What follows belongs to an exercise in optimizing a design on an open flow for small area, a short achievable clock period and few clock cycles per item; a production flow would make more cautious choices. In this exercise RTL edits were held to simulation tests only and were not proved equivalent to the original.

==> job 2554 <==
## hsl_color_interpolator
module hsl_color_interpolator (
  input  logic        clk,
  input  logic        rst_n,
  input  logic        start,
  output logic        busy,
  input  logic        in_op,
  input  logic [1:0]  in_slot,
  input  logic [11:0] in_start_red,
  input  logic [11:0] in_start_green,
  input  logic [11:0] in_start_blue,
  input  logic [11:0] in_end_red,
  input  logic [11:0] in_end_green,
  input  logic [11:0] in_end_blue,
  input  logic [11:0] in_t_frac,
  output logic        out_valid,
  output logic [1:0]  out_slot,
  output logic [11:0] out_red,
  output logic [11:0] out_green,
  output logic [11:0] out_blue,
  output logic        out_last
);
  localparam int SPC  = 2;           
  localparam int NCYC = 12 / SPC;    
  localparam int QD   = 3;           
  function automatic logic [11:0] div_fs(input logic [23:0] p);
    logic [12:0] sum;
    sum = {1'b0, p[11:0]} + {1'b0, p[23:12]} + 13'd1;
    div_fs = p[23:12] + {11'd0, sum[12]};
  endfunction
  function automatic logic [11:0] add_ci(input logic [11:0] a, input logic [11:0] b, input logic ci);
    logic [12:0] t;
    t = {a, 1'b1} + {b, ci};
    add_ci = t[12:1];
  endfunction
  function automatic logic fs_c(input logic [23:0] p);
    logic [12:0] sum;
  ...
==> flow/config.mk <==
export PLATFORM = sky130hd
export DESIGN_NAME = hsl_color_interpolator
export DESIGN_NICKNAME = hsl_color_interpolator
export VERILOG_FILES = /design/flow/design.v
export SDC_FILE = /design/flow/constraint.sdc
export NUM_CORES = 4
export LEC_CHECK = 0
export CAP_MARGIN = 20
export CORE_MARGIN = 2
export CORE_UTILIZATION = 55
export SETUP_SLACK_MARGIN = 5
export SLEW_MARGIN = 20
==> flow/constraint.sdc <==
create_clock -name core_clock -period 12.0 [get_ports {clk}]
set_input_delay 2.4000 -clock core_clock [delete_from_list [all_inputs] [get_ports {clk}]]
set_output_delay 2.4000 -clock core_clock [all_outputs]
set_load 0.01 [all_outputs]
standard.sh (not shown) runs the stock make flow with config.mk's settings and CLKGATE_MAP_FILE= SYNTH_SCRIPT=/design/flow/synth_recipe.tcl, a recipe that flattens the netlist after the stock synthesis.
==> flow/flow/run.sh <==
#!/bin/bash
set -euo pipefail
bash standard.sh SETUP_SLACK_MARGIN=${MARGIN:-6.5} finish > standard_flow.log 2>&1
==> job 356: changes against job 2554 <==
--- a/flow/design.v
+++ b/flow/design.v
@@ -24,22 +24,12 @@
   localparam int QD   = 3;           
   function automatic logic [11:0] div_fs(input logic [23:0] p);
     logic [12:0] sum;
     sum = {1'b0, p[11:0]} + {1'b0, p[23:12]} + 13'd1;
     div_fs = p[23:12] + {11'd0, sum[12]};
   endfunction
-  function automatic logic [11:0] add_ci(input logic [11:0] a, input logic [11:0] b, input logic ci);
-    logic [12:0] t;
-    t = {a, 1'b1} + {b, ci};
-    add_ci = t[12:1];
-  endfunction
-  function automatic logic fs_c(input logic [23:0] p);
-    logic [12:0] sum;
-    sum  = {1'b0, p[11:0]} + {1'b0, p[23:12]} + 13'd1;
-    fs_c = sum[12];
-  endfunction
   function automatic logic [23:0] mul_r4(input logic [11:0] a, input logic [13:0] a3,
                                          input logic [11:0] b);
     logic [13:0] m;
     mul_r4 = '0;
     for (int i = 0; i < 6; i++) begin
       unique case (b[2*i +: 2])
@@ -53,12 +43,13 @@
   endfunction
   logic        cv;
   logic        c_op;
   logic [1:0]  c_slot;
   logic [11:0] c_col [6];
   logic [5:0]  c_gt [2];
+  logic [11:0] c_t;
   logic [12:0] q_mem [QD];
   logic [1:0]  q_wr, q_rd;
   logic [1:0]  q_cnt;
   logic        q_push, q_pop;
   logic        h_op;
   logic [11:0] h_t;
@@ -101,26 +92,26 @@
   assign in_col[4] = in_end_green;
   assign in_col[5] = in_end_blue;
   always_ff @(posedge clk) begin
     if (rst_n && start && !busy) begin
       c_op   <= in_op;
       c_slot <= in_slot;
-      c_col[0] <= in_op ? in_t_frac : in_col[0];
-      for (int i = 1; i < 6; i++) c_col[i] <= in_col[i];
+      for (int i = 0; i < 6; i++) c_col[i] <= in_col[i];
       for (int c = 0; c < 2; c++) begin
         c_gt[c][0] <= in_col[3*c]   > in_col[3*c+1];
         c_gt[c][1] <= in_col[3*c+1] > in_col[3*c];
         c_gt[c][2] <= in_col[3*c]   > in_col[3*c+2];
         c_gt[c][3] <= in_col[3*c+2] > in_col[3*c];
         c_gt[c][4] <= in_col[3*c+1] > in_col[3*c+2];
         c_gt[c][5] <= in_col[3*c+2] > in_col[3*c+1];
       end
+      c_t <= in_t_frac;
     end
   end
   always_ff @(posedge clk) begin
-    if (q_push) q_mem[q_wr] <= {c_op, c_col[0]};
+    if (q_push) q_mem[q_wr] <= {c_op, c_t};
   end
   always_ff @(posedge clk) begin
     if (!rst_n) begin
       q_wr  <= '0;
       q_rd  <= '0;
       q_cnt <= '0;
@@ -131,13 +122,13 @@
     end
   end
   logic       cand_v, stall, adv;
   logic [1:0] cand;
   assign cand_v = ev || ((q_cnt != '0) && h_op);
   assign cand   = ev ? nx : 2'd0;
-  assign stall  = pend && !cu_done && (cand == cu_slot);
+  assign stall  = pend && (cand == cu_slot);
   assign adv    = cand_v && !stall;
   assign pop_e  = !ev && (q_cnt != '0) && h_op && !stall;
   assign pop_l  = (q_cnt != '0) && !h_op && !pend && (!ev || nx > cu_slot);
   assign q_pop  = pop_e || pop_l;
   assign commit = (pend || pop_l) && cu_done;
   always_ff @(posedge clk) begin
@@ -276,13 +267,13 @@
       logic [11:0] bp, bn;
       unique case (cs[c])
         2'd0:    begin bp = 12'd0;    bn = 12'd4094; end
         2'd1:    begin bp = 12'd1365; bn = 12'd1364; end
         default: begin bp = 12'd2730; bn = 12'd2729; end
       endcase
-      f_h[c] = cg[c] ? 12'd0 : add_ci(cn[c] ? bn : bp, qh[c] ^ {12{cn[c]}}, cn[c]);
+      f_h[c] = cg[c] ? 12'd0 : (cn[c] ? bn : bp) + (qh[c] ^ {12{cn[c]}}) + {11'd0, cn[c]};
       f_s[c] = cg[c] ? 12'd0 : qs[c];
     end
   end
   logic        w_sn, w_ln;
   logic [11:0] w_sm, w_lm;
   logic [12:0] w_ds, w_dl, w_ds_n, w_dl_n;
@@ -318,32 +309,30 @@
   logic [11:0] r_sm, r_lm, r_tt, r_hl;
   logic        r_wrap;
   logic [11:0] n_h0, n_h1, n_hd;
   logic [12:0] n_hd01, n_hd10;
   logic        n_swp;
   assign nk = cand;
-  logic byp;
-  assign byp = commit && (nk == cu_slot);
   assign nt = pop_e ? h_t : et;
   assign n_t3  = {2'b00, nt} + {1'b0, nt, 1'b0};
   assign n_t3n = {2'b00, ~nt} + {1'b0, ~nt, 1'b0};
   logic [13:0] r_tt3;
   always_comb begin
-    n_h0   = byp ? f_h[0] : t_h0[nk];
-    n_h1   = byp ? f_h[1] : t_h1[nk];
+    n_h0   = t_h0[nk];
+    n_h1   = t_h1[nk];
     n_hd01 = {1'b0, n_h0} - {1'b0, n_h1};
     n_hd10 = {1'b0, n_h1} - {1'b0, n_h0};
     n_swp  = n_hd10[12];
     n_hd   = n_swp ? n_hd01[11:0] : n_hd10[11:0];
   end
   always_ff @(posedge clk) begin
     r_m2   <= n_hd[11] ? ~n_hd[10:0] : n_hd[10:0];
     r_wrap <= n_hd[11];
     r_hl   <= n_swp ? n_h1 : n_h0;
-    r_sm   <= byp ? w_sm : t_sm[nk];
-    r_lm   <= byp ? w_lm : t_lm[nk];
+    r_sm   <= t_sm[nk];
+    r_lm   <= t_lm[nk];
     r_tt   <= n_swp ? ~nt : nt;
     r_tt3  <= n_swp ? n_t3n : n_t3;
   end
   logic        v1, tv1, wrap1, sn1, ln1;
   logic [1:0]  k1;
   logic [22:0] ph1;
@@ -363,21 +352,23 @@
     wrap1 <= r_wrap;
     s01   <= t_s0[isk];
     sn1   <= t_sn[isk];
     l01   <= t_l0[isk];
     ln1   <= t_ln[isk];
   end
-  logic [11:0] qh1, hue1, s1n, l1n, hm0, hm1;
+  logic [11:0] qh1, qs1, ql1, hue1, s1n, l1n, hm0, hm1;
   logic [12:0] hd1;
   always_comb begin
     qh1 = div_fs({1'b0, ph1});
-    hd1 = 13'(({1'b0, hl1, 1'b1} + {1'b0, {1'b0, ph1[22:12]} ^ {12{wrap1}}, fs_c({1'b0, ph1}) ^ wrap1}) >> 1);
+    qs1 = div_fs(ps1);
+    ql1 = div_fs(pl1);
+    hd1 = {1'b0, hl1} + {1'b0, qh1 ^ {12{wrap1}}} + {12'd0, wrap1};
     hm1 = hl1 + ~qh1;
     hue1 = (wrap1 && !hd1[12]) ? hm1 : hd1[11:0];
-    s1n = add_ci(s01, ps1[23:12] ^ {12{sn1}}, fs_c(ps1) ^ sn1);
-    l1n = add_ci(l01, pl1[23:12] ^ {12{ln1}}, fs_c(pl1) ^ ln1);
+    s1n = s01 + (qs1 ^ {12{sn1}}) + {11'd0, sn1};
+    l1n = l01 + (ql1 ^ {12{ln1}}) + {11'd0, ln1};
   end
   logic        v2, tv2;
   logic [1:0]  k2;
   logic [11:0] h2, s2, l2;
   always_ff @(posedge clk) begin
     if (!rst_n) v2 <= 1'b0;
@@ -400,13 +391,13 @@
     unique case (sec2)
       3'd0:         c2 = 15'd0;
       3'd1, 3'd2:   c2 = 15'd8190;
       3'd3, 3'd4:   c2 = 15'd16380;
       default:      c2 = 15'd24570;
     endcase
-    zp2 = (sec2[0] ? c2 : y2) - (sec2[0] ? y2 : c2);
+    zp2 = (sec2[0] ? c2 : y2) + ~(sec2[0] ? y2 : c2) + 15'd1;
     f2  = zp2[11:0];
   end
   logic        v3, tv3;
   logic [1:0]  k3;
   logic [2:0]  sec3;
   logic [11:0] s3, l3, f3;
@@ -421,31 +412,30 @@
     s3   <= s2;
     l3   <= l2;
     f3   <= f2;
     sec3 <= sec2;
     pp3  <= l2 * s2;
   end
-  logic [11:0] m3w;
+  logic [11:0] p3, m3w;
   always_comb begin
-    m3w = add_ci(l3[11] ? s3 : 12'd0, pp3[23:12] ^ {12{l3[11]}}, fs_c(pp3) ^ l3[11]);
+    p3  = div_fs(pp3);
+    m3w = l3[11] ? s3 - p3 : p3;
   end
   logic        v4, tv4;
   logic [1:0]  k4;
   logic [2:0]  sec4;
   logic [11:0] f4, l4;
-  logic [13:0] f34;
   logic [10:0] m4;
   always_ff @(posedge clk) begin
     if (!rst_n) v4 <= 1'b0;
     else        v4 <= v3;
   end
   always_ff @(posedge clk) begin
     k4   <= k3;
     tv4  <= tv3;
     f4   <= f3;
-    f34  <= {2'b00, f3} + {1'b0, f3, 1'b0};
     sec4 <= sec3;
     m4   <= m3w[10:0];
     l4   <= l3;
   end
   logic        v5, tv5;
   logic [1:0]  k5;
@@ -459,17 +449,17 @@
   always_ff @(posedge clk) begin
     k5   <= k4;
     tv5  <= tv4;
     sec5 <= sec4;
     hi5  <= l4 + {1'b0, m4};
     lo5  <= l4 - {1'b0, m4};
-    pc5  <= 23'(mul_r4(f4, f34, {1'b0, m4}));
+    pc5  <= m4 * f4;
   end
   logic [11:0] sl5, r5, g5, b5;
   always_comb begin
-    sl5 = add_ci(lo5, pc5[22:11], fs_c({pc5, 1'b0}));
+    sl5 = lo5 + div_fs({pc5, 1'b0});
     unique case (sec5)
       3'd0:    begin r5 = hi5; g5 = sl5; b5 = lo5; end
       3'd1:    begin r5 = sl5; g5 = hi5; b5 = lo5; end
       3'd2:    begin r5 = lo5; g5 = hi5; b5 = sl5; end
       3'd3:    begin r5 = lo5; g5 = sl5; b5 = hi5; end
       3'd4:    begin r5 = sl5; g5 = lo5; b5 = hi5; end
CORE_UTILIZATION = 40   (was 55)
==> job 4038: changes against job 2554 <==
--- a/flow/design.v
+++ b/flow/design.v
@@ -24,22 +24,12 @@
   localparam int QD   = 3;           
   function automatic logic [11:0] div_fs(input logic [23:0] p);
     logic [12:0] sum;
     sum = {1'b0, p[11:0]} + {1'b0, p[23:12]} + 13'd1;
     div_fs = p[23:12] + {11'd0, sum[12]};
   endfunction
-  function automatic logic [11:0] add_ci(input logic [11:0] a, input logic [11:0] b, input logic ci);
-    logic [12:0] t;
-    t = {a, 1'b1} + {b, ci};
-    add_ci = t[12:1];
-  endfunction
-  function automatic logic fs_c(input logic [23:0] p);
-    logic [12:0] sum;
-    sum  = {1'b0, p[11:0]} + {1'b0, p[23:12]} + 13'd1;
-    fs_c = sum[12];
-  endfunction
   function automatic logic [23:0] mul_r4(input logic [11:0] a, input logic [13:0] a3,
                                          input logic [11:0] b);
     logic [13:0] m;
     mul_r4 = '0;
     for (int i = 0; i < 6; i++) begin
       unique case (b[2*i +: 2])
@@ -53,12 +43,13 @@
   endfunction
   logic        cv;
   logic        c_op;
   logic [1:0]  c_slot;
   logic [11:0] c_col [6];
   logic [5:0]  c_gt [2];
+  logic [11:0] c_t;
   logic [12:0] q_mem [QD];
   logic [1:0]  q_wr, q_rd;
   logic [1:0]  q_cnt;
   logic        q_push, q_pop;
   logic        h_op;
   logic [11:0] h_t;
@@ -101,26 +92,26 @@
   assign in_col[4] = in_end_green;
   assign in_col[5] = in_end_blue;
   always_ff @(posedge clk) begin
     if (rst_n && start && !busy) begin
       c_op   <= in_op;
       c_slot <= in_slot;
-      c_col[0] <= in_op ? in_t_frac : in_col[0];
-      for (int i = 1; i < 6; i++) c_col[i] <= in_col[i];
+      for (int i = 0; i < 6; i++) c_col[i] <= in_col[i];
       for (int c = 0; c < 2; c++) begin
         c_gt[c][0] <= in_col[3*c]   > in_col[3*c+1];
         c_gt[c][1] <= in_col[3*c+1] > in_col[3*c];
         c_gt[c][2] <= in_col[3*c]   > in_col[3*c+2];
         c_gt[c][3] <= in_col[3*c+2] > in_col[3*c];
         c_gt[c][4] <= in_col[3*c+1] > in_col[3*c+2];
         c_gt[c][5] <= in_col[3*c+2] > in_col[3*c+1];
       end
+      c_t <= in_t_frac;
     end
   end
   always_ff @(posedge clk) begin
-    if (q_push) q_mem[q_wr] <= {c_op, c_col[0]};
+    if (q_push) q_mem[q_wr] <= {c_op, c_t};
   end
   always_ff @(posedge clk) begin
     if (!rst_n) begin
       q_wr  <= '0;
       q_rd  <= '0;
       q_cnt <= '0;
@@ -131,13 +122,13 @@
     end
   end
   logic       cand_v, stall, adv;
   logic [1:0] cand;
   assign cand_v = ev || ((q_cnt != '0) && h_op);
   assign cand   = ev ? nx : 2'd0;
-  assign stall  = pend && !cu_done && (cand == cu_slot);
+  assign stall  = pend && (cand == cu_slot);
   assign adv    = cand_v && !stall;
   assign pop_e  = !ev && (q_cnt != '0) && h_op && !stall;
   assign pop_l  = (q_cnt != '0) && !h_op && !pend && (!ev || nx > cu_slot);
   assign q_pop  = pop_e || pop_l;
   assign commit = (pend || pop_l) && cu_done;
   always_ff @(posedge clk) begin
@@ -276,13 +267,13 @@
       logic [11:0] bp, bn;
       unique case (cs[c])
         2'd0:    begin bp = 12'd0;    bn = 12'd4094; end
         2'd1:    begin bp = 12'd1365; bn = 12'd1364; end
         default: begin bp = 12'd2730; bn = 12'd2729; end
       endcase
-      f_h[c] = cg[c] ? 12'd0 : add_ci(cn[c] ? bn : bp, qh[c] ^ {12{cn[c]}}, cn[c]);
+      f_h[c] = cg[c] ? 12'd0 : (cn[c] ? bn : bp) + (qh[c] ^ {12{cn[c]}}) + {11'd0, cn[c]};
       f_s[c] = cg[c] ? 12'd0 : qs[c];
     end
   end
   logic        w_sn, w_ln;
   logic [11:0] w_sm, w_lm;
   logic [12:0] w_ds, w_dl, w_ds_n, w_dl_n;
@@ -318,32 +309,30 @@
   logic [11:0] r_sm, r_lm, r_tt, r_hl;
   logic        r_wrap;
   logic [11:0] n_h0, n_h1, n_hd;
   logic [12:0] n_hd01, n_hd10;
   logic        n_swp;
   assign nk = cand;
-  logic byp;
-  assign byp = commit && (nk == cu_slot);
   assign nt = pop_e ? h_t : et;
   assign n_t3  = {2'b00, nt} + {1'b0, nt, 1'b0};
   assign n_t3n = {2'b00, ~nt} + {1'b0, ~nt, 1'b0};
   logic [13:0] r_tt3;
   always_comb begin
-    n_h0   = byp ? f_h[0] : t_h0[nk];
-    n_h1   = byp ? f_h[1] : t_h1[nk];
+    n_h0   = t_h0[nk];
+    n_h1   = t_h1[nk];
     n_hd01 = {1'b0, n_h0} - {1'b0, n_h1};
     n_hd10 = {1'b0, n_h1} - {1'b0, n_h0};
     n_swp  = n_hd10[12];
     n_hd   = n_swp ? n_hd01[11:0] : n_hd10[11:0];
   end
   always_ff @(posedge clk) begin
     r_m2   <= n_hd[11] ? ~n_hd[10:0] : n_hd[10:0];
     r_wrap <= n_hd[11];
     r_hl   <= n_swp ? n_h1 : n_h0;
-    r_sm   <= byp ? w_sm : t_sm[nk];
-    r_lm   <= byp ? w_lm : t_lm[nk];
+    r_sm   <= t_sm[nk];
+    r_lm   <= t_lm[nk];
     r_tt   <= n_swp ? ~nt : nt;
     r_tt3  <= n_swp ? n_t3n : n_t3;
   end
   logic        v1, tv1, wrap1, sn1, ln1;
   logic [1:0]  k1;
   logic [22:0] ph1;
@@ -363,21 +352,23 @@
     wrap1 <= r_wrap;
     s01   <= t_s0[isk];
     sn1   <= t_sn[isk];
     l01   <= t_l0[isk];
     ln1   <= t_ln[isk];
   end
-  logic [11:0] qh1, hue1, s1n, l1n, hm0, hm1;
+  logic [11:0] qh1, qs1, ql1, hue1, s1n, l1n, hm0, hm1;
   logic [12:0] hd1;
   always_comb begin
     qh1 = div_fs({1'b0, ph1});
-    hd1 = 13'(({1'b0, hl1, 1'b1} + {1'b0, {1'b0, ph1[22:12]} ^ {12{wrap1}}, fs_c({1'b0, ph1}) ^ wrap1}) >> 1);
+    qs1 = div_fs(ps1);
+    ql1 = div_fs(pl1);
+    hd1 = {1'b0, hl1} + {1'b0, qh1 ^ {12{wrap1}}} + {12'd0, wrap1};
     hm1 = hl1 + ~qh1;
     hue1 = (wrap1 && !hd1[12]) ? hm1 : hd1[11:0];
-    s1n = add_ci(s01, ps1[23:12] ^ {12{sn1}}, fs_c(ps1) ^ sn1);
-    l1n = add_ci(l01, pl1[23:12] ^ {12{ln1}}, fs_c(pl1) ^ ln1);
+    s1n = s01 + (qs1 ^ {12{sn1}}) + {11'd0, sn1};
+    l1n = l01 + (ql1 ^ {12{ln1}}) + {11'd0, ln1};
   end
   logic        v2, tv2;
   logic [1:0]  k2;
   logic [11:0] h2, s2, l2;
   always_ff @(posedge clk) begin
     if (!rst_n) v2 <= 1'b0;
@@ -400,13 +391,13 @@
     unique case (sec2)
       3'd0:         c2 = 15'd0;
       3'd1, 3'd2:   c2 = 15'd8190;
       3'd3, 3'd4:   c2 = 15'd16380;
       default:      c2 = 15'd24570;
     endcase
-    zp2 = (sec2[0] ? c2 : y2) - (sec2[0] ? y2 : c2);
+    zp2 = (sec2[0] ? c2 : y2) + ~(sec2[0] ? y2 : c2) + 15'd1;
     f2  = zp2[11:0];
   end
   logic        v3, tv3;
   logic [1:0]  k3;
   logic [2:0]  sec3;
   logic [11:0] s3, l3, f3;
@@ -421,31 +412,30 @@
     s3   <= s2;
     l3   <= l2;
     f3   <= f2;
     sec3 <= sec2;
     pp3  <= l2 * s2;
   end
-  logic [11:0] m3w;
+  logic [11:0] p3, m3w;
   always_comb begin
-    m3w = add_ci(l3[11] ? s3 : 12'd0, pp3[23:12] ^ {12{l3[11]}}, fs_c(pp3) ^ l3[11]);
+    p3  = div_fs(pp3);
+    m3w = l3[11] ? s3 - p3 : p3;
   end
   logic        v4, tv4;
   logic [1:0]  k4;
   logic [2:0]  sec4;
   logic [11:0] f4, l4;
-  logic [13:0] f34;
   logic [10:0] m4;
   always_ff @(posedge clk) begin
     if (!rst_n) v4 <= 1'b0;
     else        v4 <= v3;
   end
   always_ff @(posedge clk) begin
     k4   <= k3;
     tv4  <= tv3;
     f4   <= f3;
-    f34  <= {2'b00, f3} + {1'b0, f3, 1'b0};
     sec4 <= sec3;
     m4   <= m3w[10:0];
     l4   <= l3;
   end
   logic        v5, tv5;
   logic [1:0]  k5;
@@ -459,17 +449,17 @@
   always_ff @(posedge clk) begin
     k5   <= k4;
     tv5  <= tv4;
     sec5 <= sec4;
     hi5  <= l4 + {1'b0, m4};
     lo5  <= l4 - {1'b0, m4};
-    pc5  <= 23'(mul_r4(f4, f34, {1'b0, m4}));
+    pc5  <= m4 * f4;
   end
   logic [11:0] sl5, r5, g5, b5;
   always_comb begin
-    sl5 = add_ci(lo5, pc5[22:11], fs_c({pc5, 1'b0}));
+    sl5 = lo5 + div_fs({pc5, 1'b0});
     unique case (sec5)
       3'd0:    begin r5 = hi5; g5 = sl5; b5 = lo5; end
       3'd1:    begin r5 = sl5; g5 = hi5; b5 = lo5; end
       3'd2:    begin r5 = lo5; g5 = hi5; b5 = sl5; end
       3'd3:    begin r5 = lo5; g5 = sl5; b5 = hi5; end
       3'd4:    begin r5 = sl5; g5 = lo5; b5 = hi5; end
==> flow/flow/run.sh (replaced) <==
#!/bin/bash
set -euo pipefail
bash standard.sh SETUP_SLACK_MARGIN=${MARGIN:-7.5} finish > standard_flow.log 2>&1
CORE_UTILIZATION = 40   (was 55)
==> comparison <==
Job 2554 passed the timing, DRC and antenna checks. Job 4038 completed without violations. Job 356 finished with timing, DRC and antenna clean. Critical path depth: job 2554 is higher than job 356 (1). In job 2554 the non-clock buffer count is higher than in job 356, by 91. Of job 4038 and job 2554, job 4038 has the higher flip-flop and latch count (gap 22). In job 2554 the synthesized cell count is higher than in job 356, by about 2.2%. In job 356 the core utilization is lower than in job 4038, by 3.8 points. Die area is the same in job 4038 and job 356. Hold slack: job 4038 < job 356 < job 2554.
Testbench counts of job 2554, summed over its fixed seeds: cycles 3,659, items 2,976.
Testbench counts of job 356, summed over its fixed seeds: cycles 3,703, items 2,976.
Testbench counts of job 4038, summed over its fixed seeds: cycles 3,703, items 2,976.

## afterwards: timing with drivers on the ports
The results above use ideal ports. As a check the final layouts listed here were re-extracted and re-timed, cells and wires unchanged.
Step 1: set_driving_cell puts a clkbuf_16 on clk and a buf_2 on each other input, an assumption about the parent block.
Step 2 also shifts input and output timing later by t, the mid clock arrival at the registers, as if the neighbouring blocks saw the same clock.
Three values: no drivers, after step 1, after step 2; two values: the first two.
| run | shift t [ns] | setup slack, ns | worst hold slack (ns) | slew at the worst register clock pin (ns) | pins driven straight from the clock port |
|---|---|---|---|---|---|
| job 2554 | 0.823 | 6.494 / 6.494 / 6.494 | 0.326 / 0.326 / 0.326 | 0.07 / 0.07 | 1 |
| job 356 | 0.867 | 6.551 / 6.551 / 6.411 | 0.321 / 0.321 / 0.321 | 0.06 / 0.06 | 1 |
| job 4038 | 0.861 | 6.810 / 6.810 / 6.810 | 0.315 / 0.315 / 0.315 | 0.07 / 0.07 | 1 |
After both steps every run listed still meets setup and hold. The setup slack of job 356, which loses most, moves by 0.000 ns with the drivers and by -0.140 ns with both steps.
